This is an optimization exercise on Yosys and OpenROAD, whose aim is small area, a short achievable clock period and few clock cycles per item, not a production implementation. At most, simulation tests tie the RTL to the original design; equivalence was not proved. Only the layout flow was run in run 5; the RTL was not checked for function there. Power figures rest on the tool's default switching activity, not on a simulated workload.

--- flow/design.v ---
package lfps_pkg;
  localparam int NUM_SENSORS = 16;
  localparam int SAMPLE_BITS = 12;
  localparam int THRESH_W    = 12;
  localparam int SUM_W       = 7;
  localparam int CNT_W       = 5;
  localparam int SUM_MAX     = 127;
  localparam int COUNT_MAX   = 31;
  localparam int POS_W       = 13;
  localparam int MIDDLE_Q8   = 1920;
  localparam int POS_MAX     = (NUM_SENSORS - 1) * 256;
  localparam int POS_NONE    = -256;
  localparam int DVD_W       = 21;
  localparam int DVS_W       = 32;
  localparam int INTEG_W     = 48;
  localparam int ACC_W       = 88;
  localparam int MUL_W       = 33;
  localparam int CORR_W      = 22;
  localparam int CORR_LIMIT  = 1048576;
  localparam int PWM_W       = 16;
  typedef enum logic [2:0] {
    REG_KP     = 3'd0,
    REG_KI     = 3'd1,
    REG_KD     = 3'd2,
    REG_CRUISE = 3'd3,
    REG_THRESH = 3'd4
  } reg_idx_t;
  typedef struct packed {
    logic signed [31:0]   kp;
    logic signed [31:0]   ki;
    logic signed [31:0]   kd;
    logic [PWM_W-1:0]     cruise;
    logic [THRESH_W-1:0]  thresh;
  } cfg_t;
  typedef struct packed {
    logic [SUM_W-1:0] index_sum;
    logic [CNT_W-1:0] hit_count;
    logic [31:0]      time_ms;
  } scan_t;
  typedef struct packed {
    logic signed [POS_W-1:0] position_q8;
    logic [PWM_W-1:0]        right_pwm;
    logic                    right_reverse;
    logic [PWM_W-1:0]        left_pwm;
    logic                    left_reverse;
  } result_t;
endpackage
module line_follow_pid_steering_core (
  input  logic        clk,
  input  logic        rst_n,
  input  logic        in_tvalid,
  output logic        in_tready,
  input  logic [47:0] in_tdata,    
  input  logic        in_tlast,    
  output logic        out_tvalid,
  input  logic        out_tready,
  output logic [47:0] out_tdata,
  input  logic        cfg_valid,
  output logic        cfg_ready,
  input  logic [2:0]  cfg_index,
  input  logic [31:0] cfg_data
);
  localparam logic [1:0] P_IDLE = 2'd0, P_DIV = 2'd1, P_ERR = 2'd2, P_DONE = 2'd3;
  localparam logic [1:0] B_IDLE = 2'd0, B_ABS = 2'd1, B_DIV = 2'd2, B_DONE = 2'd3;
  localparam logic [1:0] C_IDLE = 2'd0, C_RUN = 2'd1, C_RES = 2'd2;
  localparam logic [2:0] D_EMPTY = 3'd0, D_ACC = 3'd1, D_WHL = 3'd2, D_NEG = 3'd3,
                         D_OUT = 3'd4;
  logic       rst_q;
  logic [1:0] p_st, b_st, c_st;
  logic [2:0] d_st;
  logic [3:0] p_cnt, b_cnt, c_cnt;
  logic       c_ovl, out_valid_r;
  logic       handoff, p_idle_next, pb_xfer, bc_xfer;
  always_ff @(posedge clk) rst_q <= rst_n;
  logic [31:0] kp_r, ki_r, kd_r;
  logic [15:0] cruise_r;
  logic [11:0] thresh_r;
  assign cfg_ready = 1'b1;
  always_ff @(posedge clk) begin
    if (!rst_q) begin
      kp_r     <= 32'd131072000;
      ki_r     <= '0;
      kd_r     <= '0;
      cruise_r <= 16'd40000;
      thresh_r <= 12'd1000;
    end else if (cfg_valid) begin
      case (cfg_index)
        3'd0: kp_r     <= cfg_data;
        3'd1: ki_r     <= cfg_data;
        3'd2: kd_r     <= cfg_data;
        3'd3: cruise_r <= cfg_data[15:0];
        3'd4: thresh_r <= cfg_data[11:0];
        default: ;
      endcase
    end
  end
  logic        in_rdy_r;
  logic        cap_en_r;     
  logic        v_r, last_r, hit_r;
  logic [3:0]  idx_r;
  logic [31:0] ts_r;
  logic [6:0]  sum_r, sum_fin;
  logic [4:0]  cnt_r, cnt_fin;
  logic [7:0]  sum_add;
  logic        hold, v_next, last_next;
  assign in_tready = in_rdy_r;
  always_comb begin
    sum_add = {1'b0, sum_r} + {4'd0, idx_r};
    sum_fin = sum_r;
    cnt_fin = cnt_r;
    if (hit_r) begin
      sum_fin = sum_add[7] ? 7'd127 : sum_add[6:0];
      cnt_fin = (cnt_r == 5'd31) ? 5'd31 : cnt_r + 5'd1;
    end
  end
  assign handoff   = v_r && last_r && (p_st == P_IDLE);
  assign hold      = v_r && last_r && (p_st != P_IDLE);
  assign v_next    = in_rdy_r ? in_tvalid : hold;
  assign last_next = in_rdy_r ? in_tlast : last_r;
  always_ff @(posedge clk) begin
    if (cap_en_r) begin
      last_r <= in_tlast;
      hit_r  <= in_tdata[11:0] > thresh_r;
      idx_r  <= in_tdata[15:12];
      ts_r   <= in_tdata[47:16];
    end
  end
  always_ff @(posedge clk) begin
    if (!rst_q) begin
      in_rdy_r <= 1'b0;
      cap_en_r <= 1'b1;
      v_r      <= 1'b0;
      sum_r    <= '0;
      cnt_r    <= '0;
    end else begin
      v_r      <= v_next;
      in_rdy_r <= !(v_next && last_next && !p_idle_next);
      cap_en_r <= !(v_next && last_next && !p_idle_next);
      if (v_r && !hold) begin
        if (last_r) begin
          sum_r <= '0;
          cnt_r <= '0;
        end else begin
          sum_r <= sum_fin;
          cnt_r <= cnt_fin;
        end
      end
    end
  end
  logic [31:0]        prev_ts_r, pdt_r;
  logic               pbor_r;
  logic signed [12:0] prev_err_r;
  logic [4:0]         prem_r, pdvs_r;
  logic [6:0]         pd3_r;        
  logic [12:0]        pq_r;         
  logic               pzero_r;
  logic [6:0]  pr4;
  logic [7:0]  pt1, pt2, pt3;
  logic [4:0]  prem_n;
  logic [11:0] pq_n;
  always_comb begin
    pr4 = {prem_r, pq_r[11:10]};
    pt1 = {1'b0, pr4} - {3'd0, pdvs_r};
    pt2 = {1'b0, pr4} - {2'd0, pdvs_r, 1'b0};
    pt3 = {1'b0, pr4} - {1'd0, pd3_r};
    if (!pt3[7]) begin
      prem_n = pt3[4:0];
      pq_n   = {pq_r[9:0], 2'd3};
    end else if (!pt2[7]) begin
      prem_n = pt2[4:0];
      pq_n   = {pq_r[9:0], 2'd2};
    end else if (!pt1[7]) begin
      prem_n = pt1[4:0];
      pq_n   = {pq_r[9:0], 2'd1};
    end else begin
      prem_n = pr4[4:0];
      pq_n   = {pq_r[9:0], 2'd0};
    end
  end
  logic [16:0] dlo_v, dhi_v;
  assign dlo_v = {1'b0, pdt_r[15:0]} - {1'b0, prev_ts_r[15:0]};
  assign dhi_v = {1'b0, pdt_r[31:16]} - {1'b0, prev_ts_r[31:16]} - {16'd0, pbor_r};
  logic signed [12:0] pos_v;
  assign pos_v = pzero_r ? -13'sd256 : $signed({1'b0, pq_r[11:0]});
  logic p_final;
  assign p_final = (p_st == P_DONE);
  always_ff @(posedge clk) begin
    if (!rst_q) begin
      p_st      <= P_IDLE;
      p_cnt     <= '0;
      prev_ts_r <= '0;
    end else begin
      case (p_st)
        P_IDLE: begin
          if (handoff) begin
            pdt_r   <= ts_r;
            prem_r  <= {2'd0, sum_fin[6:4]};
            pq_r    <= {1'b0, sum_fin[3:0], 8'd0};
            pdvs_r  <= cnt_fin;
            pd3_r   <= {2'd0, cnt_fin} + {1'd0, cnt_fin, 1'b0};
            pzero_r <= (cnt_fin == 5'd0);
            p_cnt   <= '0;
            p_st    <= P_DIV;
          end
        end
        P_DIV: begin
          prem_r <= prem_n;
          pq_r   <= {1'b0, pq_n};
          p_cnt  <= p_cnt + 4'd1;
          if (p_cnt == 4'd0) begin
            pdt_r[15:0]     <= dlo_v[15:0];
            pbor_r          <= dlo_v[16];
            prev_ts_r[15:0] <= pdt_r[15:0];
          end
          if (p_cnt == 4'd1) begin
            pdt_r[31:16]     <= dhi_v[15:0];
            prev_ts_r[31:16] <= pdt_r[31:16];
          end
          if (p_cnt == 4'd5) p_st <= P_ERR;
        end
        P_ERR: begin
          pq_r <= pos_v - 13'sd1920;
          p_st <= P_DONE;
        end
        default: begin
          if (pb_xfer) p_st <= P_IDLE;
        end
      endcase
    end
  end
  logic [31:0]        dt_r;
  logic [22:0]        d3_r;         
  logic               dbig_r, dzero_r;
  logic [21:0]        rem_r, q_r;
  logic               dsgn_r;
  logic [13:0]        mreg_r;       
  logic               mprev_r;
  logic [2:0]         mdig_r;       
  logic signed [35:0] accp_r;       
  logic [3:0]         mcnt_r;
  logic               icy_r, iovf_r, isgn_r;
  logic signed [13:0] diff_v;
  assign diff_v = {pq_r[12], pq_r} - {prev_err_r[12], prev_err_r};
  logic [23:0] r4, s1v, s2v, s3v;
  logic [21:0] rem_n, q_n;
  always_comb begin
    r4  = {rem_r, q_r[21:20]};
    s1v = r4 - {2'd0, dt_r[21:0]};
    s2v = r4 - {1'd0, dt_r[21:0], 1'b0};
    s3v = r4 - {1'd0, d3_r};
    if (dbig_r) begin
      rem_n = r4[21:0];
      q_n   = {q_r[19:0], 2'd0};
    end else if (!s3v[23]) begin
      rem_n = s3v[21:0];
      q_n   = {q_r[19:0], 2'd3};
    end else if (!s2v[23]) begin
      rem_n = s2v[21:0];
      q_n   = {q_r[19:0], 2'd2};
    end else if (!s1v[23]) begin
      rem_n = s1v[21:0];
      q_n   = {q_r[19:0], 2'd1};
    end else begin
      rem_n = r4[21:0];
      q_n   = {q_r[19:0], 2'd0};
    end
  end
  function automatic logic [2:0] booth_dig(input logic [2:0] b);
    booth_dig = {b[2], b[1] ^ b[0], (b[2] & ~b[1] & ~b[0]) | (~b[2] & b[1] & b[0])};
  endfunction
  logic [35:0] mmag;
  logic signed [35:0] msum;
  always_comb begin
    mmag = mdig_r[1] ? {4'd0, dt_r} : mdig_r[0] ? {3'd0, dt_r, 1'b0} : 36'd0;
    msum = accp_r + $signed(mmag ^ {36{mdig_r[2]}}) + 36'(mdig_r[2]);
  end
  logic signed [47:0] integ_r;
  logic [11:0] ich_v;
  logic [12:0] isum_v;
  always_comb begin
    case (mcnt_r[1:0])
      2'd3:    ich_v = integ_r[11:0];
      2'd0:    ich_v = integ_r[23:12];
      2'd1:    ich_v = integ_r[35:24];
      default: ich_v = integ_r[47:36];
    endcase
    isum_v = {1'b0, mreg_r[11:0]} + {1'b0, ich_v} + {12'd0, icy_r & (mcnt_r != 4'd7)};
  end
  always_ff @(posedge clk) begin
    if (!rst_q) begin
      b_st       <= B_IDLE;
      b_cnt      <= '0;
      prev_err_r <= '0;
    end else begin
      if (pb_xfer) begin
        prev_err_r <= pq_r;
        dt_r       <= pdt_r;
        q_r        <= 22'(diff_v);
        dsgn_r     <= diff_v[13];
        mreg_r     <= {pq_r[12], pq_r};
        mprev_r    <= 1'b0;
        mdig_r     <= booth_dig({pq_r[1:0], 1'b0});
        accp_r     <= '0;
        mcnt_r     <= '0;
        b_st       <= B_ABS;
      end else begin
        case (b_st)
          B_ABS: begin
            rem_r   <= '0;
            q_r     <= {1'b0, dsgn_r ? 13'(-q_r[13:0]) : q_r[12:0], 8'd0};
            d3_r    <= {1'b0, dt_r[21:0]} + {dt_r[21:0], 1'b0};
            dbig_r  <= |dt_r[31:21];
            dzero_r <= (dt_r == 32'd0);
            b_cnt   <= '0;
            b_st    <= B_DIV;
          end
          B_DIV: begin
            rem_r <= rem_n;
            q_r   <= q_n;
            b_cnt <= b_cnt + 4'd1;
            if (b_cnt == 4'd10) b_st <= B_DONE;
          end
          B_DONE: begin
            if (bc_xfer) b_st <= B_IDLE;
          end
          default: ;
        endcase
        if (b_st != B_IDLE) begin
          if (mcnt_r < 4'd7) begin
            accp_r  <= msum >>> 2;
            mreg_r  <= {msum[1:0], mreg_r[13:2]};
            mprev_r <= mreg_r[1];
            mdig_r  <= booth_dig(mreg_r[3:1]);
          end else if (mcnt_r < 4'd11) begin
            {accp_r[33:0], mreg_r} <= {isum_v[11:0], accp_r[33:0], mreg_r[13:12]};
            icy_r  <= isum_v[12];
            iovf_r <= (integ_r[47] == mreg_r[11]) && (isum_v[11] != integ_r[47]);
            isgn_r <= integ_r[47];
          end
          if (mcnt_r != 4'd11) mcnt_r <= mcnt_r + 4'd1;
        end
      end
    end
  end
  localparam logic [57:0] ACC_BIAS = 58'h0080000000200000;   
  localparam logic [57:0] ROW_G    = 58'h0080000000000000;   
  localparam logic [57:0] NEG_BIAS = 58'h037FFFFFFFE00000;   
  logic signed [12:0] e_r;
  logic [21:0]        dd_r;         
  logic               ds_r;         
  logic [55:0]        s_r, c_r;
  logic               cin_r, sticky_r;
  logic [2:0]         bp_r, bd_r, bi_r;    
  logic d_can_write, c_take, c_last, out_load;
  assign out_load    = (d_st == D_OUT);
  assign d_can_write = (d_st == D_EMPTY) && !out_valid_r;
  assign c_last      = (c_st == C_RUN) && (c_cnt == 4'd15);
  assign c_take      = (c_st == C_IDLE) || (c_st == C_RES && d_can_write) ||
                       (c_last && d_can_write);
  assign bc_xfer     = (b_st == B_DONE) && c_take;
  assign pb_xfer     = p_final && ((b_st == B_IDLE) || bc_xfer);
  assign p_idle_next = ((p_st == P_IDLE) && !handoff) || pb_xfer;
  logic [3:0]  bj;
  logic [32:0] kpx, kdx, kix;
  logic [2:0]  tp, td, ti;
  always_comb begin
    bj  = bc_xfer ? 4'd0 : c_cnt + 4'd1;
    kpx = {kp_r, 1'b0};
    kdx = {kd_r, 1'b0};
    kix = {ki_r, 1'b0};
    tp = '0;
    td = '0;
    ti = '0;
    for (int j = 0; j < 16; j++) begin
      if (bj == 4'(j)) begin
        tp = tp | kpx[2*j +: 3];
        td = td | kdx[2*j +: 3];
        ti = ti | kix[2*j +: 3];
      end
    end
  end
  logic [13:0] mE;
  logic [21:0] mD;
  logic [48:0] mI;
  logic [21:0] rowE;
  logic [22:0] rowD;
  logic [56:0] rowI;
  logic [57:0] sin, cinp, rdg, s1, c1, s2, c2, s3, c3;
  logic [2:0]  lowsum;
  logic        nD, nP, nI, first;
  always_comb begin
    first = (c_cnt == 4'd0);
    nP = bp_r[2];
    nI = bi_r[2];
    nD = bd_r[2] ^ ds_r;
    mE = bp_r[1] ? {e_r[12], e_r} : bp_r[0] ? {e_r, 1'b0} : 14'd0;
    mD = bd_r[1] ? dd_r : bd_r[0] ? {dd_r[20:0], 1'b0} : 22'd0;
    mI = bi_r[1] ? {integ_r[47], integ_r} : bi_r[0] ? {integ_r, 1'b0} : 49'd0;
    rowE = ({mE, 8'd0} ^ {22{nP}}) ^ 22'h200000;
    rowD = ({1'b0, mD} ^ {23{nD}}) ^ 23'h400000;
    rowI = ({mI, 8'd0} ^ {57{nI}}) ^ 57'h100000000000000;
    rdg  = {35'd0, rowD} | ROW_G;
    sin  = first ? ACC_BIAS : {2'd0, s_r};
    cinp = first ? 58'd0 : {2'd0, c_r};
    s1 = sin ^ cinp ^ {1'b0, rowI};
    c1 = {(sin[56:0] & cinp[56:0]) | (sin[56:0] & rowI) | (cinp[56:0] & rowI), nD};
    s2 = s1 ^ c1 ^ rdg;
    c2 = {(s1[56:0] & c1[56:0]) | (s1[56:0] & rdg[56:0]) | (c1[56:0] & rdg[56:0]), nP};
    s3 = s2 ^ c2 ^ {36'd0, rowE};
    c3 = {(s2[56:0] & c2[56:0]) | (s2[56:0] & {35'd0, rowE}) | (c2[56:0] & {35'd0, rowE}), nI};
    lowsum = {1'b0, s3[1:0]} + {1'b0, c3[1:0]} + {2'd0, (first ? 1'b0 : cin_r)};
  end
  always_ff @(posedge clk) begin
    if (!rst_q) begin
      c_st    <= C_IDLE;
      c_cnt   <= '0;
      c_ovl   <= 1'b0;
      integ_r <= '0;
    end else begin
      c_ovl <= 1'b0;
      if (c_st == C_RUN) begin
        s_r      <= s3[57:2];
        c_r      <= c3[57:2];
        cin_r    <= lowsum[2];
        sticky_r <= (first ? 1'b0 : sticky_r) | (|lowsum[1:0]);
        c_cnt    <= c_cnt + 4'd1;
        bp_r     <= booth_dig(tp);
        bd_r     <= booth_dig(td);
        bi_r     <= booth_dig(ti);
        if (c_last) begin
          if (d_can_write) begin
            c_ovl <= 1'b1;
            c_st  <= C_IDLE;
          end else begin
            c_st  <= C_RES;
          end
        end
      end else if (c_st == C_RES && d_can_write) begin
        c_st <= C_IDLE;
      end
      if (bc_xfer) begin
        e_r     <= prev_err_r;
        dd_r    <= dzero_r ? 22'd0 : q_r;
        ds_r    <= dsgn_r;
        if (iovf_r)
          integ_r <= isgn_r ? {1'b1, 47'd0} : {1'b0, {47{1'b1}}};
        else
          integ_r <= {accp_r[33:0], mreg_r};
        c_cnt   <= '0;
        c_st    <= C_RUN;
        bp_r    <= booth_dig(tp);
        bd_r    <= booth_dig(td);
        bi_r    <= booth_dig(ti);
      end
    end
  end
  logic [46:0]        out_r;
  logic [20:0]        x_r;          
  logic               inc_r;        
  logic               big_r;        
  logic               cpos_r;       
  logic               d_cap, dpos_cap;
  logic [57:0]        ys, yk;
  logic [21:0]        alo;
  function automatic logic carry_tree(input logic [35:0] g, input logic [35:0] p, input logic ci);
    logic [35:0] gg, pp;
    gg = g;
    pp = p;
    for (int w = 1; w < 64; w = w * 2) begin
      for (int i = 0; i < 36; i = i + 2 * w) begin
        if (i + w < 36) begin
          int hi;
          hi = (i + 2 * w - 1 < 36) ? i + 2 * w - 1 : 35;
          gg[hi] = gg[hi] | (pp[hi] & gg[i + w - 1]);
          pp[hi] = pp[hi] & pp[i + w - 1];
        end
      end
    end
    carry_tree = gg[35] | (pp[35] & ci);
  endfunction
  logic [57:21]       kz, ko;
  logic               hzero, hones, asign;
  logic [21:0]        xt;
  assign d_cap    = c_ovl || (c_st == C_RES && d_can_write);
  assign dpos_cap = (c_last && d_can_write) || (c_st == C_RES && d_can_write);
  always_comb begin
    ys = {2'd0, s_r} ^ {2'd0, c_r} ^ NEG_BIAS;
    yk = {({1'b0, s_r} & {1'b0, c_r}) | ({1'b0, s_r} & NEG_BIAS[56:0]) |
          ({1'b0, c_r} & NEG_BIAS[56:0]), cin_r};
    alo   = {1'b0, ys[20:0]} + {1'b0, yk[20:0]};
    asign = ys[57] ^ yk[57] ^ carry_tree(ys[56:21] & yk[56:21], ys[56:21] | yk[56:21], alo[21]);
    kz[21] = alo[21];
    ko[21] = alo[21];
    for (int i = 22; i <= 57; i++) begin
      kz[i] = ys[i-1] | yk[i-1];
      ko[i] = ys[i-1] & yk[i-1];
    end
    hzero = ((ys[57:21] ^ yk[57:21] ^ kz) == '0);
    hones = ((ys[57:21] ^ yk[57:21] ^ ko) == '1);
    xt = {1'b0, x_r} + {21'd0, inc_r};
  end
  logic [21:0] v_v;
  logic [16:0] fast_v;
  always_comb begin
    v_v    = {6'd0, cruise_r} - {1'b0, x_r};
    fast_v = {cruise_r, 1'b0};
  end
  assign x_r        = out_r[20:0];
  assign out_tvalid = out_valid_r;
  assign out_tdata  = {1'b0, out_r};
  always_ff @(posedge clk) begin
    if (!rst_q) begin
      d_st        <= D_EMPTY;
      out_valid_r <= 1'b0;
    end else begin
      if (out_load) begin
        out_valid_r <= 1'b1;
        d_st        <= D_EMPTY;
      end else if (out_tready) begin
        out_valid_r <= 1'b0;
      end
      if (d_st == D_ACC) d_st <= D_WHL;
      if (d_st == D_WHL) d_st <= D_NEG;
      if (d_st == D_NEG) d_st <= D_OUT;
      if (d_cap) d_st <= D_ACC;
    end
  end
  always_ff @(posedge clk) begin
    if (dpos_cap) out_r[46:34] <= e_r + 13'sd1920;
    if (d_cap) begin
      big_r <= !(hzero || hones);
      if (!asign) begin
        out_r[20:0] <= alo[20:0];
        inc_r       <= 1'b0;
        cpos_r      <= !hzero || (alo[20:0] != 21'd0);
      end else begin
        out_r[20:0] <= ~alo[20:0];
        inc_r       <= ~sticky_r;
        cpos_r      <= 1'b0;
      end
    end
    if (d_st == D_ACC) begin
      out_r[20:0] <= (big_r || xt > 22'h100000) ? 21'h100000 : xt[20:0];
    end
    if (d_st == D_WHL) begin
      out_r[20:0] <= v_v[21] ? ~v_v[20:0] : v_v[20:0];
      inc_r       <= v_v[21];
      big_r       <= v_v[21];
    end
    if (d_st == D_NEG) begin
      out_r[16:0] <= {(xt > 22'h00FFFF) ? 16'hFFFF : xt[15:0], big_r};
    end
    if (out_load) begin
      out_r[33:0] <= cpos_r ? {out_r[16:0], fast_v} : {fast_v, out_r[16:0]};
    end
  end
endmodule
--- flow/flow/run.sh ---
#!/bin/bash
set -euo pipefail
bash standard.sh SETUP_SLACK_MARGIN=8 finish > standard.log 2>&1
--- flow/standard.sh ---
#!/bin/bash
# synth_recipe.tcl (not shown) runs the flow's synth.tcl, then flattens the netlist and writes it again
# the make line also repeats each setting of config.mk as NAME=value (left out here)
make -C /OpenROAD-flow-scripts/flow DESIGN_CONFIG=/design/flow/config.mk WORK_HOME=/design/flow/orfs CLKGATE_MAP_FILE= SYNTH_SCRIPT=/design/flow/synth_recipe.tcl "${@:-finish}"
--- flow/config.mk ---
export PLATFORM = sky130hd
export DESIGN_NAME = line_follow_pid_steering_core
export DESIGN_NICKNAME = line_follow_pid_steering_core
export VERILOG_FILES = /design/flow/design.v
export SDC_FILE = /design/flow/constraint.sdc
export NUM_CORES = 4
export LEC_CHECK = 0
export CAP_MARGIN = 20
export CORE_MARGIN = 2
export CORE_UTILIZATION = 40
export SLEW_MARGIN = 20
--- flow/constraint.sdc ---
create_clock -name core_clock -period 11.0 [get_ports {clk}]
set_input_delay 2.2000 -clock core_clock [delete_from_list [all_inputs] [get_ports {clk}]]
set_output_delay 2.2000 -clock core_clock [all_outputs]
set_load 0.01 [all_outputs]
==> results.yml, run 1 <==
sta:
  rsz0062_at_grt: "yes"
  max_freq_mhz: 264
  period_minus_slack_ps: 3790
  fin_crit_sh_pct: 34.4
  report.final.slew_viol_count: 0
  clock_skew_ps: 28.6
  tns_ps: 0
  timing.hold.ws_ps: 454
  finalHoldViolCount: 0
  slew_headroom_pct: 25.1
  setup_violations: 0
  tightest_slew_ps: 1120
yosys:
  synth-edff-count: 471
  synth_seq_cells: 727
  synth.distinct_cells: 101
  ys_warn_count: 1
  syn_area_sq_um: 53100
  synth_area_leader_cell: "edfxtp_1"
  avgSynthCellArea_sq_um: 9.22
  synth-async-reset-ratio_pct: 0
  synth_seq_area_share_pct: 36.3
  synthCells: 5756
  synth.most_common_cell: "nand2_1"
  synth_top_cell_area_share_pct: 26.7
  synth_flop_cell: "edfxtp_1"
  synth_area_leaders: "edfxtp_1 27%, ha_1 12%, dfxtp_1 9.7%, nand2_1 6.0%, fa_1 5.2%"
  synthTopCellsByCount: "842 x nand2_1, 560 x inv_1, 499 x ha_1, 471 x edfxtp_1, 303 x xnor2_1"
  syn_nets: 6481
clock_network:
  numCtsBuffers: 88
  clkSlewWorstSetupHoldPaths_ps: 60
  cts_tree: "done"
  cts-root-buf: "clkbuf_16"
  clk_path_buf_depth: 3
  clkSinkCount: 727
  htreeDepth: 3
  clk_latency_ps: 710
drt:
  drt_iter0_drc: 4090
  route.detailed.drc: 0
  vias_per_cell: 5.57
  vias: 45100
  wirelength_mm: 167
  wire_per_inst_microns: 20.6
  first_pass_iters: 8
  postRouteAntennaNets: 0
grt:
  grt_use_total_pct: 23.1
  grt_pass1_vias: 42600
  grt_start_max_net_pins: 185
  grt_pass1_wl_mm: 249
  grt_overflow: 0
  antenna_found_initial: 3
placement:
  placed_area_sq_um: 56700
  port_buffers: 137
  gp_congestion: 0.943
  place_hpwl_mm: 110
layout:
  synthToLayoutAreaGrowth_pct: 28.8
  drive_gt1_share_pct: 23.8
  finalNetCount: 6996
  postLayoutCellArea_sq_um: 68300
worst_setup_path:
  cp_max_fo: 5
  end_kind: "register"
  worstPathRequired_ps: 11460
  crit_chain: "buf_6 > ha_4 > buf_6 > a222oi_1 > mux2i_1 > ha_1 > buf_4 > a21oi_4 > o21ai_2 > a21oi_2 > nor2b_1 > o21ai_2 > a21oi_2 > o41ai_2 > xnor2_2 > a22o_1"
  worst-r2r-cell-count: 16
  critPathKind: "reg -> reg"
  slowest_delay_ps: 550
  crit_arrival_ps: 4250
  slowest_stage: "a222oi_1"
  startpoint_type: "register"
floorplan:
  io_pins: 140
  die_x_microns: 368
  die_h_microns: 368
  core.rowCount: 133
  design.core.area_sq_um: 132000
  initial_core_util_pct: 40.3
  dieArea_sq_um: 136000
worst_hold_path:
  worstHoldPathType: "reg -> reg"
  min_delay_path_depth: 2
power:
  power.leakage_nw: 27.0
  irDropWorstVdd_mv: 0.141
  powerDensity_nw_per_um2: 169
status:
  run_status: "finished clean"
run:
  maxCapViolCount: 0
-- critical path: cells and delay by family (launching register included) --
| family | cells | cell delay, ps |
|---|---|---|
| compound gates | 8 | 1750 |
| fa+ha+maj | 2 | 520 |
| buf+inv | 3 | 430 |
| flops | 1 | 420 |
| xor+xnor | 1 | 190 |
| mux | 1 | 170 |
| simple gates | 1 | 70 |
-- flip-flops by register name, summed over array words and instances, names as in the netlist, 23 cells and up --
name and cells:
d3_r 23, dt_r 32, s_r 56, out_r 47, integ_r 48, accp_r 35, kp_r 32, ts_r 32
c_r 56, prev_ts_r 32, pdt_r 32, ki_r 32, kd_r 32
-- cells by family after synthesis --
kind of cell	synth area share [%]
muxes	1.95
and+or+nand+nor	15.0
DFF	36.3
xor gates and xnor gates	6.78
adders and majority gates	16.9
AOI/OAI and AO/OA	17.2
buffers and inverters	5.82
other	0.0142
-- placed cells by master (no fill, tap or decap), types with 73 or more instances in the layout --
cell	instances
nand2_1	781
inv_1	478
edfxtp_1	471
ha_1	388
buf_4	367
xnor2_1	271
nor2_1	245
dfxtp_1	243
o21ai_0	225
a21oi_1	157
a21boi_0	117
clkbuf_16	104
xor2_1	102
a21boi_1	98
fa_1	96
ha_4	93
nand3_1	83
nor2b_1	80
a22oi_1	79
a21o_1	78
buf_6	76
inv_2	74
nor3_1	73
-- metrics by stage --
stage	std cells	setup slack (ps)	power (mW)	utilization [%]
floorplan	5756	7480	6.22	-
detailed placement	7454	6540	7.13	43.1
global placement	7454	6650	7.08	43.1
finish	8101	7210	11.6	51.9
global route	8100	7140	12.2	51.9
CTS	7939	7270	10.9	49.3
-- final timing paths --
| check | slack (ps) | startpoint | endpoint |
|---|---|---|---|
| min reg2reg | 450 | kp_r[2] | kp_r[2] |
| min | 450 | kp_r[2] | kp_r[2] |
| max reg2reg | 7210 | mcnt_r[1] | accp_r[33] |
| max | 7210 | mcnt_r[1] | accp_r[33] |
-- timing repair --
item	4_1_cts	5_1_grt
pin swaps	311	336
cloned	30	18
resized for setup	751	443
hold buffers	0	0
buffers inserted	291	141
setup endpoints to repair	619	531
-- cell type report --
type	count	area, sq um
Timing Repair Buffer	655	6450
Fill cell	11700	63300
Antenna cell	1	2.50
Clock inverter	50	594
Inverter	564	2160
Sequential cell	727	19300
Clock buffer	114	2430
Tap cell	1755	2200
Multi-Input combinational cell	4235	35200
-- where the power goes --
group	switching, mW	internal [mW]	total [mW]
Clock	1.29	1.75	3.04
Sequential	0.325	3.32	3.64
Combinational	2.65	2.26	4.90
-- layer usage --
metal	vias up	track usage [%]	part of all wire, %
li1	21300	-	-
met1	21800	33.0	45
met2	1702	35.8	45
met3	318	3.74	7.1
met4	0	7.15	3.3
met5	-	0	0
Testbench counts, summed over its fixed seeds: cycles 5,472, scans 320.
==> run 2: changes to the inputs <==
==> flow/flow/run.sh (replaced) <==
#!/bin/bash
set -euo pipefail
bash standard.sh SETUP_SLACK_MARGIN=7 finish > standard.log 2>&1
--- a/flow/config.mk
+++ b/flow/config.mk
@@ -7,5 +7,5 @@
 export LEC_CHECK = 0
 export CAP_MARGIN = 20
 export CORE_MARGIN = 2
-export CORE_UTILIZATION = 40
+export CORE_UTILIZATION = 55
 export SLEW_MARGIN = 20
==> run 2 against run 1 <==
Against the previous run:
- still clean on timing, DRC and antenna
- sequential power is essentially flat
- synthesized area unchanged
- global-route usage increased by 6.2 points
- worst hold slack better by 10 ps
- non-clock buffer count fell by 424
- largest cell class unchanged
==> results.yml, run 2 <==
yosys:
  synth.most_common_cell: "nand2_1"
  avgSynthCellArea_sq_um: 9.22
  synth_area_leaders: "edfxtp_1 27%, ha_1 12%, dfxtp_1 9.7%, nand2_1 6.0%, fa_1 5.2%"
  syn_nets: 6481
  synthMuxAreaShare_pct: 1.95
  synthTopCellsByCount: "842 x nand2_1, 560 x inv_1, 499 x ha_1, 471 x edfxtp_1, 303 x xnor2_1"
  synth_top_family_by_area: "compound AO/OA/AOI/OAI gates"
  synth-edff-count: 471
  synth_flop_cell: "edfxtp_1"
  synth_seq_cells: 727
  synth_xor_area_share_pct: 6.78
  synth.distinct_cells: 101
  synth_area_leader_cell: "edfxtp_1"
  synth_top_cell_area_share_pct: 26.7
  syn_area_sq_um: 53100
  synth-simple-area-share_pct: 15.0
  ys_warn_count: 1
  synthAdderAreaFrac_pct: 16.9
  synth-async-reset-ratio_pct: 0
  synth_seq_area_share_pct: 36.3
  synth_compound_area_share_pct: 17.2
  synthCells: 5756
sta:
  max_freq_mhz: 255
  slew_headroom_pct: 23.5
  setup_violations: 0
  timing.hold.ws_ps: 464
  finalHoldViolCount: 0
  fin_crit_sh_pct: 35.7
  tightest_slew_ps: 1150
  rsz0062_at_grt: "yes"
  tns_ps: 0
  clock_skew_ps: 27.1
  report.final.slew_viol_count: 0
  period_minus_slack_ps: 3930
grt:
  grt_pass1_vias: 40000
  grt.busiest_layer: "met2"
  grt_pass1_wl_mm: 229
  grt_use_total_pct: 29.3
  antenna_found_initial: 0
  use_met1_pct: 41.6
  grt.met3_usage_pct: 3.63
  gr-usage-met2_pct: 47.0
  grt_start_max_net_pins: 106
  grt_overflow: 0
drt:
  wire_per_inst_microns: 20.5
  postRouteAntennaNets: 0
  wirelength_mm: 147
  vias_per_cell: 5.84
  first_pass_iters: 7
  vias: 41900
  drt_iter0_drc: 3495
  route.detailed.drc: 0
floorplan:
  initial_core_util_pct: 55.7
  core.rowCount: 113
  design.core.area_sq_um: 95300
  dieArea_sq_um: 99000
  io_pins: 140
  die_x_microns: 315
  die_h_microns: 315
worst_setup_path:
  crit_chain: "clkdlybuf4s50_1"
  crit_arrival_ps: 1730
  startpoint_type: "register"
  critPathBufInv: 1
  rr_startpoint: "mcnt_r[0]"
  worstPathRequired_ps: 8800
  cp_max_fo: 5
  critPathKind: "reg -> out"
  r2r_slack_ps: 7100
  cpLargestDelayFamily: "buffers and inverters"
  r2r-end: "accp_r[32]"
  crit_cells: 1
  slowest_stage: "clkdlybuf4s50_1"
  end_kind: "output port"
  slowest_delay_ps: 580
  worst-r2r-cell-count: 17
clock_network:
  clk_latency_ps: 670
  cts_tree: "done"
  htreeDepth: 3
  clkSlewWorstSetupHoldPaths_ps: 60
  cts_hold_buf: 0
  cts-root-buf: "clkbuf_16"
  clkSinkCount: 727
  numCtsBuffers: 85
  clk_path_buf_depth: 3
layout:
  synthToLayoutAreaGrowth_pct: 11.5
  reg_top3: "c_r (56), s_r (56), integ_r (48)"
  finalNetCount: 6559
  postLayoutCellArea_sq_um: 59200
  layout_common_cells: "840 x nand2_1, 557 x inv_1, 492 x ha_1, 471 x edfxtp_1, 299 x xnor2_1"
  final_common_cell: "nand2_1"
  fillers: 8353
  drive_gt1_share_pct: 6.33
  diodes: 0
power:
  irDropWorstVdd_mv: 0.139
  powerDensity_nw_per_um2: 171
  power.leakage_nw: 23.7
  p_total_mw: 10.1
placement:
  port_buffers: 137
  gp_congestion: 0.938
  placed_area_sq_um: 55600
  place_hpwl_mm: 109
worst_hold_path:
  worstHoldPathType: "reg -> reg"
  hp-start: "ki_r[17]"
  min_delay_path_depth: 2
  whs_endpoint: "ki_r[17]"
run:
  maxCapViolCount: 0
status:
  run_status: "finished clean"
run 2: cell counts after synthesis:
Identical to the previous run, type by type.
run 2: cell families (layout without fill, tap and decap cells):
family	Yosys count	count (layout)
AND/OR/NAND/NOR	1723	1725
AO/OA/AOI/OAI	1352	1352
buffers and inverters	806	955
flip-flops	727	727
adder cells (fa/ha/maj)	636	636
XOR/XNOR	411	411
multiplexers	99	99
other	2	2
run 2: cell type report:
cell class	instances	area [sq um]	area share, %
multi-input combinational	4225	31100	52.5
clock buffer	117	2500	4.22
tap	1265	1580	2.67
sequential	727	19300	32.6
timing repair buffer	231	2120	3.59
clock inverter	43	490	0.829
inverter	564	2120	3.58
run 2: stage by stage:
step	std cells	utilization, %	setup WS, ps
global placement	6971	58.3	6000
floorplan	5756	-	7020
detailed placement	6971	58.3	6050
global route	7172	62.1	6870
CTS	7149	61.7	6890
finish	7172	62.1	7070
run 2: worst max-delay path by stage:
stage,from,endpoint,slack [ps]
2_1_floorplan,bi_r[2],sticky_r,7020
3_3_place_gp,mdig_r[1],accp_r[33],6000
3_5_place_dp,mdig_r[1],accp_r[33],6050
4_1_cts,mcnt_r[0],accp_r[32],6890
5_1_grt,mcnt_r[1],accp_r[32],6870
6_report,out_r[5],out_tdata[5],7070
run 2: routing by layer:
| layer | part of all wire, % | wire length [microns] |
|---|---|---|
| met4 | 2.7 | 3990 |
| met1 | 46 | 67600 |
| met3 | 5.6 | 8210 |
| met5 | 0 | 0 |
| met2 | 46 | 67600 |
run 2: what timing repair did:
action                                 in CTS  in global routing
resized for setup                          30                 57
setup buffers                              17                 22
pin swaps                                   1                 11
setup endpoints to repair                 188                 66
gates cloned                                1                  1
endpoints found under the hold margin       0                  0
run 2: power breakdown:
part           internal, mW  total [mW]  switching (mW)
registers              3.32        3.63           0.313
clock network          1.79        3.02            1.23
logic                  1.42        3.46            2.04
total                  6.53        10.1            3.59
==> run 3: changes to the inputs <==
--- a/flow/config.mk
+++ b/flow/config.mk
@@ -7,5 +7,5 @@
 export LEC_CHECK = 0
 export CAP_MARGIN = 20
 export CORE_MARGIN = 2
-export CORE_UTILIZATION = 55
+export CORE_UTILIZATION = 40
 export SLEW_MARGIN = 20
==> run 3 against run 2 <==
Against the previous run:
- cell count grew 7.1%
- design area grew 1.5%
- clock-buffer cell count shrank 9
- synthesized cell count is the same
- clock power grew 2%
- die area grew 37%
- total power grew 0.92%
- first-iteration DRC count shrank 4.3%
- worst hold slack gained 0.66 ps
- critical path type unchanged
- largest cell class unchanged
- largest power group unchanged
==> results.yml, run 3 <==
yosys:
  synth.distinct_cells: 101
  synth-async-reset-ratio_pct: 0
  synth_top_cell_area_share_pct: 26.7
  synth_seq_area_share_pct: 36.3
  synth_seq_cells: 727
  synth.most_common_cell: "nand2_1"
  synthCells: 5756
  synth-edff-count: 471
  synth_area_leaders: "edfxtp_1 27%, ha_1 12%, dfxtp_1 9.7%, nand2_1 6.0%, fa_1 5.2%"
  synth_flop_cell: "edfxtp_1"
  syn_area_sq_um: 53100
  synth_area_leader_cell: "edfxtp_1"
  avgSynthCellArea_sq_um: 9.22
  syn_nets: 6481
  ys_warn_count: 1
  synthTopCellsByCount: "842 x nand2_1, 560 x inv_1, 499 x ha_1, 471 x edfxtp_1, 303 x xnor2_1"
layout:
  finalNetCount: 6580
  final_common_cell: "nand2_1"
  reg_top3: "c_r (56), s_r (56), integ_r (48)"
  drive_gt1_share_pct: 6.73
  fillers: 12500
  diodes: 0
  synthToLayoutAreaGrowth_pct: 13.3
  layout_common_cells: "841 x nand2_1, 557 x inv_1, 492 x ha_1, 471 x edfxtp_1, 300 x xnor2_1"
worst_setup_path:
  startpoint_type: "register"
  worstPathRequired_ps: 8800
  crit_arrival_ps: 1730
  cp_max_fo: 4
  end_kind: "output port"
  critPathKind: "reg -> out"
  slowest_stage: "clkdlybuf4s50_1"
  crit_chain: "clkdlybuf4s50_1"
  critPathBufInv: 1
  slowest_delay_ps: 580
  cpLargestDelayFamily: "buffers and inverters"
sta:
  slew_headroom_pct: 27.2
  tns_ps: 0
  tightest_slew_ps: 1090
  clock_skew_ps: 46.8
  max_freq_mhz: 254
  setup_violations: 0
  finalHoldViolCount: 0
  fin_crit_sh_pct: 35.8
  rsz0062_at_grt: "yes"
  report.final.slew_viol_count: 0
  period_minus_slack_ps: 3930
clock_network:
  cts_tree: "done"
  clkSinkCount: 727
  cts-root-buf: "clkbuf_16"
  clk_path_buf_depth: 3
  numCtsBuffers: 85
  htreeDepth: 3
  clk_latency_ps: 710
  cts_hold_buf: 0
  clkSlewWorstSetupHoldPaths_ps: 60
power:
  irDropWorstVdd_mv: 0.140
  p_total_mw: 10.2
  power.leakage_nw: 23.9
  powerDensity_nw_per_um2: 170
grt:
  grt_start_max_net_pins: 113
  grt_pass1_wl_mm: 231
  antenna_found_initial: 0
  grt_pass1_vias: 40000
  grt_overflow: 0
  grt_use_total_pct: 21.4
placement:
  port_buffers: 137
  place_hpwl_mm: 110
  gp_congestion: 0.907
drt:
  wire_per_inst_microns: 19.4
  wirelength_mm: 149
  drt_iter0_drc: 3345
  postRouteAntennaNets: 0
  vias: 41900
  first_pass_iters: 6
  route.detailed.drc: 0
  vias_per_cell: 5.45
floorplan:
  dieArea_sq_um: 136000
  design.core.area_sq_um: 132000
  initial_core_util_pct: 40.3
  core.rowCount: 133
  io_pins: 140
  die_h_microns: 368
  die_x_microns: 368
worst_hold_path:
  worstHoldPathType: "reg -> reg"
run:
  maxCapViolCount: 0
status:
  run_status: "finished clean"
-- run 3: cell counts after synthesis --
No cell type changed its count.
-- run 3: final cells by class --
type	count	area [sq um]	area share [%]
repair buffers	251	2380	3.96
clock buffers	108	2360	3.92
clock inverters	52	677	1.13
well taps	1755	2200	3.65
inverters	564	2120	3.52
multi-input cells	4226	31100	51.7
flip-flops and latches	727	19300	32.1
-- run 3: where the power goes --
group | internal, mW | switching, mW
clock | 1.82 | 1.27
sequential | 3.32 | 0.314
combinational | 1.45 | 2.04
-- run 3: per-stage QoR --
step                      worst slack [ps]  utilization (%)  hold WS (ps)  cells  instance area [sq um]
after floorplan                       7020                -           430   5756                  53100
after global routing                  6980             45.7           480   7683                  60100
after global placement                5730             42.7           443   7463                  56200
after detailed placement              6150             42.7           453   7464                  56200
final                                 7070             45.7           465   7683                  60100
after CTS                             6920             45.2           467   7646                  59500
-- run 3: repair_timing --
item                                    CTS  global route
gates cloned                              1             4
pin swaps                                 1            20
buffers inserted                         21            30
endpoints found under the setup margin  189           152
gates resized for setup                  37            54
-- run 3: cells by family (layout without fill, tap and decap cells) --
group	Yosys count	after routing	synth area share (%)
compound gates	1352	1352	17.2
xor+xnor	411	411	6.78
fa+ha+maj	636	636	16.9
buf+inv	806	975	5.82
flops	727	727	36.3
mux	99	99	1.95
other cells	2	2	0.0142
simple gates	1723	1726	15.0
-- run 3: worst paths after layout --
check | startpoint | endpoint | slack (ps) | cells past startpoint
worst min-delay path | prev_ts_r[9] | prev_ts_r[9] | 460 | 2
worst max register to register | d_st[0] | bi_r[0] | 7110 | 10
worst max-delay path | out_r[13] | out_tdata[13] | 7070 | 1
worst min register to register | prev_ts_r[9] | prev_ts_r[9] | 460 | 2
-- run 3: routing by layer --
layer  vias up  routed length (microns)  track usage [%]
met1     20100                    70700             31.0
li1      20400                        -                -
met5         -                        0                0
met2      1140                    65600             32.9
met4         0                     4760             6.81
met3       241                     8110             2.95
==> run 4: changes to the inputs <==
--- a/flow/config.mk
+++ b/flow/config.mk
@@ -8,4 +8,5 @@
 export CAP_MARGIN = 20
 export CORE_MARGIN = 2
 export CORE_UTILIZATION = 40
+export CTS_BUF_LIST = sky130_fd_sc_hd__clkbuf_4 sky130_fd_sc_hd__clkbuf_8
 export SLEW_MARGIN = 20
==> run 4 against run 3 <==
Against the previous run:
- still clean on timing, DRC and antenna
- first-iteration DRC count shrank 4.1%
- via count grew 0.51%
- register-to-register slack is essentially flat
==> results.yml, run 4 <==
grt:
  grt_start_max_net_pins: 113
  antenna_found_initial: 2
  grt_overflow: 0
  grt_use_total_pct: 21.6
  grt_pass1_vias: 40400
  grt_pass1_wl_mm: 232
layout:
  instances_no_fill: 7783
  final_core_util_pct: 45.6
  final_common_cell: "nand2_1"
  finalNetCount: 6637
  fillers: 12600
  drive_gt1_share_pct: 8.41
  layout_common_cells: "841 x nand2_1, 556 x inv_1, 492 x ha_1, 471 x edfxtp_1, 300 x xnor2_1"
  synthToLayoutAreaGrowth_pct: 13.2
  postLayoutCellArea_sq_um: 60100
  reg_top3: "c_r (56), s_r (56), integ_r (48)"
clock_network:
  clkSlewWorstSetupHoldPaths_ps: 60
  clk_latency_ps: 860
  cts_tree: "done"
  clk_path_buf_depth: 3
  numCtsBuffers: 135
  htreeDepth: 4
  cts-root-buf: "clkbuf_8"
  cts_hold_buf: 0
  clkSinkCount: 727
power:
  power.leakage_nw: 24.0
  power.internal_mw: 6.37
  comb_power_share_pct: 35.1
  p_total_mw: 10.0
  power_frac_clock_pct: 28.6
  powerDensity_nw_per_um2: 167
  p_switching_mw: 3.64
  pwr-share-seq_pct: 36.3
  swShare_pct: 36.4
  irDropWorstVdd_mv: 0.138
sta:
  tns_ps: 0
  timing.hold.ws_ps: 462
  period_minus_slack_ps: 3910
  tightest_slew_ps: 1160
  slew_headroom_pct: 22.4
  fin_crit_sh_pct: 35.6
  max_freq_mhz: 256
  setup_violations: 0
  rsz0062_at_grt: "yes"
  setup_ws_ps: 7090
  clock_skew_ps: 34.8
  report.final.slew_viol_count: 0
  finalHoldViolCount: 0
worst_setup_path:
  slowest_stage: "clkdlybuf4s50_1"
  cp_max_fo: 2
  end_kind: "output port"
  r2r_slack_ps: 7110
  critPathCapture: "out_tdata[3]"
  crit_cells: 1
  startpoint_type: "register"
  slowest_delay_ps: 530
  rr_startpoint: "dt_r[1]"
  cpLargestDelayFamily: "buffers and inverters"
  r2r-end: "accp_r[31]"
  worstPathRequired_ps: 8800
  crit_arrival_ps: 1710
  worst-r2r-cell-count: 14
  crit_chain: "clkdlybuf4s50_1"
  critPathKind: "reg -> out"
  crit_start: "out_r[3]"
  critPathBufInv: 1
yosys:
  ys_warn_count: 1
  synth-simple-area-share_pct: 15.0
  synth_seq_area_share_pct: 36.3
  synthAdderAreaFrac_pct: 16.9
  synth_xor_area_share_pct: 6.78
  synth-async-reset-ratio_pct: 0
  synth_top_family_by_area: "compound AO/OA/AOI/OAI gates"
  synth_top_cell_area_share_pct: 26.7
  synth.distinct_cells: 101
  synthTopCellsByCount: "842 x nand2_1, 560 x inv_1, 499 x ha_1, 471 x edfxtp_1, 303 x xnor2_1"
  synth_area_leader_cell: "edfxtp_1"
  synthCells: 5756
  syn_area_sq_um: 53100
  synthMuxAreaShare_pct: 1.95
  synth_compound_area_share_pct: 17.2
  synth_seq_cells: 727
  synth-edff-count: 471
  synth_area_leaders: "edfxtp_1 27%, ha_1 12%, dfxtp_1 9.7%, nand2_1 6.0%, fa_1 5.2%"
  syn_nets: 6481
  synth_flop_cell: "edfxtp_1"
  synth.most_common_cell: "nand2_1"
  avgSynthCellArea_sq_um: 9.22
floorplan:
  die_x_microns: 368
  die_h_microns: 368
  design.core.area_sq_um: 132000
  io_pins: 140
  dieArea_sq_um: 136000
  core.rowCount: 133
  initial_core_util_pct: 40.3
placement:
  port_buffers: 137
  dp.cells: 7464
  placed_area_sq_um: 56200
  gp_congestion: 0.907
  dp_slack_ps: 6150
  place_hpwl_mm: 110
drt:
  postRouteAntennaNets: 0
  drt_iter0_drc: 3209
  first_pass_iters: 12
  vias_per_cell: 5.41
  vias: 42100
  wire_per_inst_microns: 19.3
  route.detailed.drc: 0
  wirelength_mm: 150
status:
  run_status: "finished clean"
worst_hold_path:
  worstHoldPathType: "reg -> reg"
run:
  maxCapViolCount: 0
-- run 4: cell count changes in the layout (fill, tap and decap cells not counted), moves of 9 or more --
cell / delta
bufinv_16: -9
clkbuf_4: +45
clkbuf_1: -11
clkbuf_8: +152
clkdlybuf4s50_1: -38
dlygate4sd2_1: +38
clkbuf_16: -86
-- run 4: layout make-up --
| cell class | instances | area (sq um) | share of cell area, % |
|---|---|---|---|
| multi-input cells | 4226 | 31100 | 51.8 |
| flip-flops and latches | 727 | 19300 | 32.1 |
| clock buffers | 207 | 2570 | 4.27 |
| repair buffers | 258 | 2400 | 4.00 |
| well taps | 1755 | 2200 | 3.65 |
| inverters | 564 | 2120 | 3.52 |
| clock inverters | 43 | 382 | 0.635 |
| diodes | 3 | 7.51 | 0.0125 |
-- run 4: timing repair --
item / CTS / global route
buffers inserted: 29 / 29
cloned: 1 / 5
pin swaps: 2 / 20
resized for setup: 76 / 58
setup endpoints to repair: 214 / 116
-- run 4: power groups by stage --
stage	clock (mW)	combinational, mW	sequential (mW)
after CTS	2.93	3.39	3.63
after global placement	0	3.28	3.69
final	2.86	3.51	3.64
after detailed placement	0	3.33	3.68
after floorplan	0	2.58	3.51
after global routing	3.05	3.95	3.66
-- run 4: worst min path at each step --
stage	slack (ps)	depth (start not counted)	endpoint	from
after floorplan	430	0	e_r[10]	prev_err_r[10]
after global placement	440	0	e_r[6]	prev_err_r[6]
after detailed placement	450	0	e_r[10]	prev_err_r[10]
after CTS	460	0	dt_r[19]	pdt_r[19]
after global routing	480	0	e_r[10]	prev_err_r[10]
final	460	0	e_r[6]	prev_err_r[6]
-- run 4: kinds of logic after synthesis --
group,count (synthesis)
adders and majority gates,636
buffers and inverters,806
xor gates and xnor gates,411
other,2
DFF,727
AOI/OAI and AO/OA,1352
muxes,99
and+or+nand+nor,1723
-- run 4: metal layers --
| metal | up-vias | track usage [%] | share of wire, % |
|---|---|---|---|
| met2 | 1243 | 33.3 | 44 |
| met3 | 229 | 3.24 | 6.0 |
| met4 | 0 | 6.82 | 2.7 |
| li1 | 20500 | - | - |
| met5 | - | 0 | 0 |
| met1 | 20100 | 30.9 | 47 |
==> run 5: changes to the inputs <==
--- a/flow/design.v
+++ b/flow/design.v
@@ -60,14 +60,12 @@
   input  logic [2:0]  cfg_index,
   input  logic [31:0] cfg_data
 );
-  localparam logic [1:0] P_IDLE = 2'd0, P_DIV = 2'd1, P_ERR = 2'd2, P_DONE = 2'd3;
+  localparam logic [1:0] P_IDLE = 2'd0, P_DIV = 2'd1, P_DONE = 2'd3;
   localparam logic [1:0] B_IDLE = 2'd0, B_ABS = 2'd1, B_DIV = 2'd2, B_DONE = 2'd3;
   localparam logic [1:0] C_IDLE = 2'd0, C_RUN = 2'd1, C_RES = 2'd2;
-  localparam logic [2:0] D_EMPTY = 3'd0, D_ACC = 3'd1, D_WHL = 3'd2, D_NEG = 3'd3,
-                         D_OUT = 3'd4;
+  localparam logic [1:0] D_EMPTY = 2'd0, D_ACC = 2'd1, D_WHL = 2'd2, D_OUT = 2'd3;
   logic       rst_q;
-  logic [1:0] p_st, b_st, c_st;
-  logic [2:0] d_st;
+  logic [1:0] p_st, b_st, c_st, d_st;
   logic [3:0] p_cnt, b_cnt, c_cnt;
   logic       c_ovl, out_valid_r;
   logic       handoff, p_idle_next, pb_xfer, bc_xfer;
@@ -149,7 +147,7 @@
   end
   logic [31:0]        prev_ts_r, pdt_r;
   logic               pbor_r;
-  logic signed [12:0] prev_err_r;
+  logic signed [12:0] prev_pos_r;   
   logic [4:0]         prem_r, pdvs_r;
   logic [6:0]         pd3_r;        
   logic [12:0]        pq_r;         
@@ -216,11 +214,7 @@
             pdt_r[31:16]     <= dhi_v[15:0];
             prev_ts_r[31:16] <= pdt_r[31:16];
           end
-          if (p_cnt == 4'd5) p_st <= P_ERR;
-        end
-        P_ERR: begin
-          pq_r <= pos_v - 13'sd1920;
-          p_st <= P_DONE;
+          if (p_cnt == 4'd5) p_st <= P_DONE;
         end
         default: begin
           if (pb_xfer) p_st <= P_IDLE;
@@ -240,7 +234,9 @@
   logic [3:0]         mcnt_r;
   logic               icy_r, iovf_r, isgn_r;
   logic signed [13:0] diff_v;
-  assign diff_v = {pq_r[12], pq_r} - {prev_err_r[12], prev_err_r};
+  logic signed [12:0] err_v;
+  assign diff_v = {pos_v[12], pos_v} - {prev_pos_r[12], prev_pos_r};
+  assign err_v  = pos_v - 13'sd1920;
   logic [23:0] r4, s1v, s2v, s3v;
   logic [21:0] rem_n, q_n;
   always_comb begin
@@ -290,16 +286,16 @@
     if (!rst_q) begin
       b_st       <= B_IDLE;
       b_cnt      <= '0;
-      prev_err_r <= '0;
+      prev_pos_r <= 13'sd1920;
     end else begin
       if (pb_xfer) begin
-        prev_err_r <= pq_r;
+        prev_pos_r <= pos_v;
         dt_r       <= pdt_r;
         q_r        <= 22'(diff_v);
         dsgn_r     <= diff_v[13];
-        mreg_r     <= {pq_r[12], pq_r};
+        mreg_r     <= {err_v[12], err_v};
         mprev_r    <= 1'b0;
-        mdig_r     <= booth_dig({pq_r[1:0], 1'b0});
+        mdig_r     <= booth_dig({pos_v[1:0], 1'b0});
         accp_r     <= '0;
         mcnt_r     <= '0;
         b_st       <= B_ABS;
@@ -439,7 +435,7 @@
         c_st <= C_IDLE;
       end
       if (bc_xfer) begin
-        e_r     <= prev_err_r;
+        e_r     <= prev_pos_r - 13'sd1920;
         dd_r    <= dzero_r ? 22'd0 : q_r;
         ds_r    <= dsgn_r;
         if (iovf_r)
@@ -500,10 +496,11 @@
     xt = {1'b0, x_r} + {21'd0, inc_r};
   end
   logic [21:0] v_v;
-  logic [16:0] fast_v;
+  logic [16:0] fast_v, slow_v;
   always_comb begin
     v_v    = {6'd0, cruise_r} - {1'b0, x_r};
     fast_v = {cruise_r, 1'b0};
+    slow_v = {(xt > 22'h00FFFF) ? 16'hFFFF : xt[15:0], big_r};
   end
   assign x_r        = out_r[20:0];
   assign out_tvalid = out_valid_r;
@@ -520,8 +517,7 @@
         out_valid_r <= 1'b0;
       end
       if (d_st == D_ACC) d_st <= D_WHL;
-      if (d_st == D_WHL) d_st <= D_NEG;
-      if (d_st == D_NEG) d_st <= D_OUT;
+      if (d_st == D_WHL) d_st <= D_OUT;
       if (d_cap) d_st <= D_ACC;
     end
   end
@@ -547,11 +543,8 @@
       inc_r       <= v_v[21];
       big_r       <= v_v[21];
     end
-    if (d_st == D_NEG) begin
-      out_r[16:0] <= {(xt > 22'h00FFFF) ? 16'hFFFF : xt[15:0], big_r};
-    end
     if (out_load) begin
-      out_r[33:0] <= cpos_r ? {out_r[16:0], fast_v} : {fast_v, out_r[16:0]};
+      out_r[33:0] <= cpos_r ? {slow_v, fast_v} : {fast_v, slow_v};
     end
   end
 endmodule
--- a/flow/config.mk
+++ b/flow/config.mk
@@ -8,5 +8,4 @@
 export CAP_MARGIN = 20
 export CORE_MARGIN = 2
 export CORE_UTILIZATION = 40
-export CTS_BUF_LIST = sky130_fd_sc_hd__clkbuf_4 sky130_fd_sc_hd__clkbuf_8
 export SLEW_MARGIN = 20
==> run 5 against run 4 <==
Against the previous run:
- fmax shrank 2.7%
- cell count shrank 1.9%
- via count shrank 1.7%
- sequential share of layout area shrank 0.072 points
- first-iteration DRC count grew 12%
- largest power group is now clock
- total power shrank 35%
- core utilization grew 0.21 points
- clock power grew 5%
==> results.yml, run 5 <==
status:
  run_status: "finished clean"
worst_setup_path:
  end_kind: "register"
  worst-r2r-cell-count: 15
  crit_chain: "buf_12 > nor2b_4 > clkbuf_16 > a22oi_2 > xnor2_1 > ha_1 > nand2_1 > or4_4 > o41ai_4 > o41ai_2 > o21a_2 > a21oi_4 > a21oi_2 > or4b_1 > a31oi_1"
  r2r_slack_ps: 6980
  rr_startpoint: "mdig_r[1]"
  crit_arrival_ps: 4580
  critPathKind: "reg -> reg"
  cp_max_fo: 6
  slowest_stage: "or4_4"
  r2r-end: "accp_r[30]"
  worstPathRequired_ps: 11560
  slowest_delay_ps: 530
  startpoint_type: "register"
clock_network:
  cts_tree: "done"
  clk_latency_ps: 710
  cts-root-buf: "clkbuf_16"
  htreeDepth: 3
  clk_path_buf_depth: 3
  clkSlewWorstSetupHoldPaths_ps: 60
  cts_hold_buf: 0
  clkSinkCount: 725
  numCtsBuffers: 86
sta:
  setup_violations: 0
  fin_crit_sh_pct: 36.6
  tns_ps: 0
  max_freq_mhz: 249
  tightest_slew_ps: 1120
  clock_skew_ps: 31.5
  slew_headroom_pct: 24.7
  rsz0062_at_grt: "yes"
  report.final.slew_viol_count: 0
  finalHoldViolCount: 0
  period_minus_slack_ps: 4020
floorplan:
  io_pins: 140
  die_x_microns: 367
  design.core.area_sq_um: 131000
  core.rowCount: 133
  die_h_microns: 367
  initial_core_util_pct: 40.2
  dieArea_sq_um: 134000
layout:
  final_common_cell: "nand2_1"
  synthToLayoutAreaGrowth_pct: 14.2
  postLayoutCellArea_sq_um: 60100
  drive_gt1_share_pct: 7.71
  reg_top3: "c_r (56), s_r (56), integ_r (48)"
  layout_common_cells: "865 x nand2_1, 546 x inv_1, 491 x ha_1, 470 x edfxtp_1, 271 x xnor2_1"
  finalNetCount: 6532
  diodes: 0
drt:
  drt_iter0_drc: 3582
  vias_per_cell: 5.43
  wire_per_inst_microns: 19.4
  route.detailed.drc: 0
  vias: 41400
  wirelength_mm: 148
  postRouteAntennaNets: 0
  first_pass_iters: 6
grt:
  antenna_found_initial: 1
  grt_use_total_pct: 21.4
  grt_start_max_net_pins: 97
  grt_overflow: 0
  grt_pass1_wl_mm: 229
  grt_pass1_vias: 39500
power:
  powerDensity_nw_per_um2: 108
  p_total_mw: 6.47
  irDropWorstVdd_mv: 0.129
  power.leakage_nw: 23.8
yosys:
  syn_nets: 6410
  synth.most_common_cell: "nand2_1"
  synth_seq_cells: 725
  synth_area_leader_cell: "edfxtp_1"
  synth-edff-count: 470
  synth_flop_cell: "edfxtp_1"
  synth_top_cell_area_share_pct: 26.8
  syn_area_sq_um: 52600
  synth.distinct_cells: 106
  synth_seq_area_share_pct: 36.5
  avgSynthCellArea_sq_um: 9.25
  ys_warn_count: 1
  synth-async-reset-ratio_pct: 0
  synthCells: 5684
  synth_area_leaders: "edfxtp_1 27%, ha_1 12%, dfxtp_1 9.7%, nand2_1 6.2%, fa_1 5.2%"
  synthTopCellsByCount: "866 x nand2_1, 549 x inv_1, 500 x ha_1, 470 x edfxtp_1, 272 x xnor2_1"
worst_hold_path:
  min_delay_path_depth: 2
  hp-start: "kp_r[16]"
  whs_endpoint: "kp_r[16]"
  worstHoldPathType: "reg -> reg"
placement:
  port_buffers: 137
  placed_area_sq_um: 55700
  place_hpwl_mm: 108
  gp_congestion: 0.899
run:
  maxCapViolCount: 0
==> run 5: changes by cell type in the layout (fill, tap and decap cells not counted), moves of 29 or more <==
cell | before | now
clkbuf_8 | 163 | 8
clkbuf_16 | 3 | 97
xor2_1 | 108 | 156
clkbuf_4 | 45 | 0
nor2_1 | 263 | 220
clkdlybuf4s50_1 | 98 | 136
dlygate4sd2_1 | 39 | 1
a211oi_1 | 49 | 20
xnor2_1 | 300 | 271
==> run 5: final cells by class <==
class | count | area [sq um]
clock buffers | 116 | 2530
clock inverters | 45 | 432
fillers | 12500 | 70900
inverters | 551 | 2070
multi-input cells | 4157 | 30900
flip-flops and latches | 725 | 19200
well taps | 1755 | 2200
repair buffers | 285 | 2660
==> run 5: how the worst max path moves through the flow <==
| stage | end | depth (start not counted) | startpoint | slack (ps) |
|---|---|---|---|---|
| floorplan | sticky_r | 10 | bi_r[2] | 7020 |
| global placement | sticky_r | 11 | c_cnt[0] | 6400 |
| detailed placement | sticky_r | 11 | c_cnt[0] | 6200 |
| CTS | sticky_r | 10 | c_cnt[3] | 6880 |
| global route | accp_r[32] | 17 | mdig_r[1] | 6840 |
| finish | accp_r[30] | 15 | mdig_r[1] | 6980 |
==> run 5: what timing repair did <==
action	in CTS	in global routing
setup buffers	39	45
pin swaps	17	45
gates cloned	3	3
gates resized for setup	43	86
endpoints found under the setup margin	169	108
==> run 5: worst max-delay path, delay by kind of cell, from the launching register on <==
kind / cells / cell delay (ps)
AND/OR/NAND/NOR: 4 / 1270
AO/OA/AOI/OAI: 7 / 1270
flip-flops: 1 / 440
adder cells (fa/ha/maj): 1 / 370
buffers and inverters: 2 / 350
XOR/XNOR: 1 / 160
==> run 5: report_power, final <==
group	total, mW	internal [mW]	switching [mW]
clock	3.01	1.78	1.23
combinational	0.465	0.197	0.268
sequential	2.99	2.95	0.0457
==> run 5: per-stage QoR <==
stage	hold slack (ps)	instances	util (%)	worst slack (ps)
2_1_floorplan	430	5684	-	7020
3_3_place_gp	448	7382	42.5	6400
3_5_place_dp	456	7382	42.5	6200
4_1_cts	467	7585	45.2	6880
5_1_grt	478	7634	45.9	6840
6_report	460	7634	45.9	6980
==> run 5: per-layer routing <==
metal  vias up  track usage [%]  share of wire (%)
met1     19900             31.4                 47
met5         -                0                  0
met4         0             5.90                2.7
met2      1226             32.6                 44
met3       209             3.28                6.4
li1      20100                -                  -
==> run 5: kinds of logic (layout without fill, tap and decap cells) <==
logic type / count (synthesis) / count (layout) / share of synthesized area (%)
multiplexers: 87 / 87 / 1.76
buffers and inverters: 804 / 997 / 5.87
AND/OR/NAND/NOR: 1696 / 1698 / 14.8
XOR/XNOR: 431 / 431 / 7.19
flip-flops: 725 / 725 / 36.5
AO/OA/AOI/OAI: 1302 / 1302 / 16.8
adder cells (fa/ha/maj): 637 / 637 / 17.1
other: 2 / 2 / 0.0143

## port drivers added, routing unchanged
In the flow no input, the clock included, has a driving cell. The finished layouts below were timed again as built, in two steps. Step 1: set_driving_cell puts a clkbuf_16 on clk and a buf_2 on each other input, an assumption about the parent block. Step 2 moves the port delays by t, midway between the first and last clock arrival at a register: inputs arrive t later, outputs are due t later. That takes back most of the time a late clock gives input paths. Slacks: no drivers / after step 1 / after step 2; pairs: no drivers / after step 1.
run | t, ns | slack for setup (ns) | latest minus earliest clock arrival (ns) | worst register clock-pin slew, ns
run 1 | 0.773 | 7.211 / 7.211 / 7.211 | 0.033 / 0.032 | 0.07 / 0.07
run 2 | 0.739 | 7.074 / 6.997 / 6.748 | 0.029 / 0.030 | 0.07 / 0.07
run 3 | 0.766 | 7.067 / 6.995 / 6.668 | 0.051 / 0.051 | 0.07 / 0.07
run 4 | 0.915 | 7.087 / 7.012 / 6.669 | 0.043 / 0.044 | 0.07 / 0.07
run 5 | 0.765 | 6.979 / 6.979 / 6.663 | 0.032 / 0.032 | 0.06 / 0.06
After both steps every run listed still meets setup and hold. For run 4, which loses most, drivers alone change the setup slack by -0.075 ns; drivers and shift together by -0.418 ns.
